Background: an optimization exercise with open tools, aiming at small area and a short achievable clock period. Do not read the settings as production practice.
No activity file was given, so power comes from the tool's default toggle rates.

== v6 ==
==> flow/design.v <==
package dma_pkg;
  localparam int DMA_BEAT_W = 128;
  localparam int DMA_WORD_W = 32;
  localparam int DMA_LANES  = 4;
  localparam logic [15:0] DMA_HDR_MAGIC = 16'hD5A7;
  localparam int MAGIC_HI = 31;
  localparam int MAGIC_LO = 16;
  localparam int LEN_HI   = 15;
  localparam int LEN_LO   = 0;
  typedef enum logic {
    RX_HDR,
    RX_PAYLOAD
  } rx_state_e;
  function automatic logic [DMA_WORD_W-1:0] beat_lane(
    input logic [DMA_BEAT_W-1:0] beat,
    input logic [1:0]            lane
  );
    beat_lane = beat[lane*DMA_WORD_W +: DMA_WORD_W];
  endfunction
endpackage
module dma_rx_fifo #(
  parameter int DEPTH = 16,
  parameter int WIDTH = 128
) (
  input  logic                   clk,
  input  logic [DEPTH-1:0]       we,
  input  logic [WIDTH-1:0]       wdata,
  input  logic [DEPTH-1:0]       rd_oh,
  input  logic [3*DEPTH-1:0]     nsel,      
  output logic [WIDTH/4-1:0]     nxt_word,
  output logic [WIDTH/4-1:0]     hdr_word
);
  localparam int WW = WIDTH / 4;
  logic [DEPTH*WIDTH-1:0] mem;
  always_ff @(posedge clk) begin
    for (int e = 0; e < DEPTH; e++)
      if (we[e]) mem[e*WIDTH +: WIDTH] <= wdata;
  end
  always_comb begin
    nxt_word = '0;
    hdr_word = '0;
    for (int e = 0; e < DEPTH; e++) begin
      for (int l = 1; l < 4; l++)
        nxt_word = nxt_word | ({WW{nsel[3*e+l-1]}} & mem[e*WIDTH + l*WW +: WW]);
      hdr_word = hdr_word | ({WW{rd_oh[(e+DEPTH-1)%DEPTH]}} & mem[e*WIDTH +: WW]);
    end
  end
endmodule
module dma_rx_unpacker #(
  parameter int          FIFO_DEPTH = 16,
  parameter logic [15:0] HDR_MAGIC  = dma_pkg::DMA_HDR_MAGIC,
  localparam int         LVL_W      = $clog2(FIFO_DEPTH) + 1
) (
  input  logic                  clk,
  input  logic                  reset_n,
  input  logic [dma_pkg::DMA_BEAT_W-1:0] dma_read_data,
  input  logic                  dma_read_valid,
  output logic [dma_pkg::DMA_WORD_W-1:0] out_data,
  output logic                  out_valid,
  input  logic                  out_ready,
  output logic                  out_last,
  output logic [LVL_W-1:0]      fifo_level,
  output logic                  overflow,
  input  logic                  ovf_clr,
  output logic                  frame_err,
  output logic [31:0]           frame_cnt,
  output logic [31:0]           drop_cnt
);
  localparam int AW = $clog2(FIFO_DEPTH);
  logic [AW-1:0]           wr_ptr, wr_ptr_d;
  logic [FIFO_DEPTH-1:0]   wr_en;       
  logic [FIFO_DEPTH-1:0]   rd_oh, rd_oh_d;
  logic [3*FIFO_DEPTH-1:0] nsel;        
  logic [FIFO_DEPTH-1:0]   we;
  logic [LVL_W-1:0]        level_d;
  logic                    full, empty, lvl_le1, lvl_1;
  logic                    push, pop;
  logic                    pay;         
  logic                    ov;          
  logic [3:0]              lane, lane_d;   
  logic [15:0]             rem;
  logic                    rem1;        
  logic                    hdr_ok;      
  logic [15:0]             hdr_len;
  logic                    hdr_len0, hdr_len1;
  logic [31:0]             nxt_word, hdr_word, w_word;
  logic                    hs, hdr_act, accept, last, lane3;
  assign push = dma_read_valid & ~full;
  assign we   = {FIFO_DEPTH{dma_read_valid}} & wr_en;
  dma_rx_fifo #(
    .DEPTH (FIFO_DEPTH),
    .WIDTH (dma_pkg::DMA_BEAT_W)
  ) u_fifo (
    .clk      (clk),
    .we       (we),
    .wdata    (dma_read_data),
    .rd_oh    (rd_oh),
    .nsel     (nsel),
    .nxt_word (nxt_word),
    .hdr_word (hdr_word)
  );
  assign w_word  = dma_read_data[31:0];
  assign hs      = ov & out_ready;
  assign hdr_act = ~pay & ~empty;
  assign accept  = hdr_act & hdr_ok & ~hdr_len0;
  assign last    = rem1;
  assign lane3   = lane[3];
  assign pop     = (hdr_act & (~hdr_ok | hdr_len0)) | (hs & (last | lane3));
  logic sel_nxt, sel_hdr, sel_w, sel_hold;
  logic pay_d, empty_d, valid_d, rem1_d;
  assign sel_nxt  = accept | (hs & ~last & ~lane3);
  assign sel_hdr  = hs & ~last & lane3 & ~lvl_le1;
  assign sel_w    = pay & dma_read_valid & (empty | (hs & ~last & lane3 & lvl_1));
  assign sel_hold = ov & ~out_ready;
  assign level_d  = fifo_level + LVL_W'(push) - LVL_W'(pop);
  assign wr_ptr_d = wr_ptr + AW'(push);
  assign pay_d    = accept | (pay & ~(hs & last));
  assign empty_d  = (level_d == '0);
  assign valid_d  = pay_d & ~empty_d;
  assign rem1_d   = accept ? hdr_len1 : (hs ? (rem == 16'd2) : rem1);
  assign lane_d   = accept ? 4'b0010 : (hs ? (last ? 4'b0001 : {lane[2:0], lane[3]}) : lane);
  assign rd_oh_d  = pop ? {rd_oh[FIFO_DEPTH-2:0], rd_oh[FIFO_DEPTH-1]} : rd_oh;
  always_ff @(posedge clk or negedge reset_n) begin
    if (!reset_n) begin
      out_data  <= '0;
      out_valid <= 1'b0;
      out_last  <= 1'b0;
      ov        <= 1'b0;
    end else begin
      out_data  <= ({32{sel_nxt}}  & nxt_word) |
                   ({32{sel_hdr}}  & hdr_word) |
                   ({32{sel_w}}    & w_word)   |
                   ({32{sel_hold}} & out_data);
      out_valid <= valid_d;
      ov        <= valid_d;
      out_last  <= valid_d & rem1_d;
    end
  end
  logic [31:0] hdr_src;
  assign hdr_src = lvl_le1 ? w_word : hdr_word;
  always_ff @(posedge clk) begin
    hdr_ok   <= (hdr_src[31:16] == HDR_MAGIC);
    hdr_len  <= hdr_src[15:0];
    hdr_len0 <= (hdr_src[15:0] == 16'd0);
    hdr_len1 <= (hdr_src[15:0] == 16'd1);
  end
  always_ff @(posedge clk or negedge reset_n) begin
    if (!reset_n) begin
      pay        <= 1'b0;
      lane       <= 4'b0001;
      rem        <= '0;
      rem1       <= 1'b0;
      frame_err  <= 1'b0;
      wr_ptr     <= '0;
      wr_en      <= FIFO_DEPTH'(1);
      rd_oh      <= FIFO_DEPTH'(1);
      nsel       <= (3*FIFO_DEPTH)'(1);
      fifo_level <= '0;
      full       <= 1'b0;
      empty      <= 1'b1;
      lvl_le1    <= 1'b1;
      lvl_1      <= 1'b0;
    end else begin
      frame_err <= hdr_act & ~hdr_ok;
      pay       <= pay_d;
      rem1      <= rem1_d;
      lane      <= lane_d;
      rd_oh     <= rd_oh_d;
      for (int e = 0; e < FIFO_DEPTH; e++)
        for (int l = 0; l < 3; l++)
          nsel[3*e+l] <= rd_oh_d[e] & lane_d[l];
      if (accept)  rem <= hdr_len;
      else if (hs) rem <= rem - 16'd1;
      wr_ptr     <= wr_ptr_d;
      for (int e = 0; e < FIFO_DEPTH; e++)
        wr_en[e] <= (wr_ptr_d == AW'(e)) & (level_d != LVL_W'(FIFO_DEPTH));
      fifo_level <= level_d;
      full       <= (level_d == LVL_W'(FIFO_DEPTH));
      empty      <= empty_d;
      lvl_le1    <= (level_d[LVL_W-1:1] == '0);
      lvl_1      <= (level_d == LVL_W'(1));
    end
  end
  always_ff @(posedge clk or negedge reset_n) begin
    if (!reset_n)                   overflow <= 1'b0;
    else if (dma_read_valid & full) overflow <= 1'b1;
    else if (ovf_clr)               overflow <= 1'b0;
  end
  logic frame_done;
  assign frame_done = (hdr_act & hdr_ok & hdr_len0) | (hs & last);
  always_ff @(posedge clk or negedge reset_n) begin
    if (!reset_n) begin
      frame_cnt <= '0;
      drop_cnt  <= '0;
    end else begin
      if (frame_done)            frame_cnt <= frame_cnt + 32'd1;
      if (dma_read_valid & full) drop_cnt  <= drop_cnt + 32'd1;
    end
  end
endmodule
Settings: LEC_CHECK=0, CAP_MARGIN=20, CORE_MARGIN=2, CORE_UTILIZATION=40, CTS_CLUSTER_DIAMETER=100, CTS_CLUSTER_SIZE=30, SETUP_SLACK_MARGIN=2.95, SLEW_MARGIN=20; clock period 5.5 ns.
run.sh (not shown) runs the stock make flow with config.mk's settings and CLKGATE_MAP_FILE= SYNTH_SCRIPT=/design/flow/synth_recipe.tcl, a recipe that flattens the netlist after the stock synthesis.
--- input diff v6..v7 ---
Settings: CTS_CLUSTER_DIAMETER changed from 100 to 80; CTS_CLUSTER_SIZE changed from 30 to 25.
==> notes.md <==
Looking at post-layout instance area, v7 sits 930 um^2 higher than v6 does.
For register cell area after layout, v6 and v7 come out practically identical.
Final clock skew ends up higher on v7.
Core utilization for v7 is higher than for v6.
Combinational cell fraction of total power: v7 lower than v6
The run showing the greater clock share of power is v7.
In v7 the global-route usage turned out 0.23 points lower than in v6.
In the reports for v6 and v7, the smaller worst supply voltage drop on vdd belongs to v6.
Function was not checked in any run of this note: the RTL went through the layout flow alone.

static timing again, ports no longer ideal:
In the flow no input, the clock included, has a driving cell. The finished layouts below were timed again as built, in two steps. Step 1, drivers: a clkbuf_16 drives clk and a buf_2 each remaining input, both assumed. Step 2 times the ports against the registers' clock, not the clock port: input delays grow and output delays shrink by t, the midpoint of the rising clock arrivals with the driver on. Three values: no drivers, after step 1, after step 2; two values: the first two.
run	shift t [ns]	slack for setup (ns)	worst setup path at the end
v6	0.848	2.728 / 2.754 / 1.906	input to register
v7	0.865	2.763 / 2.780 / 1.929	input to register
After both steps every run listed still meets setup and hold. For v7, which loses most, drivers alone change the setup slack by +0.017 ns; drivers and shift together by -0.834 ns.
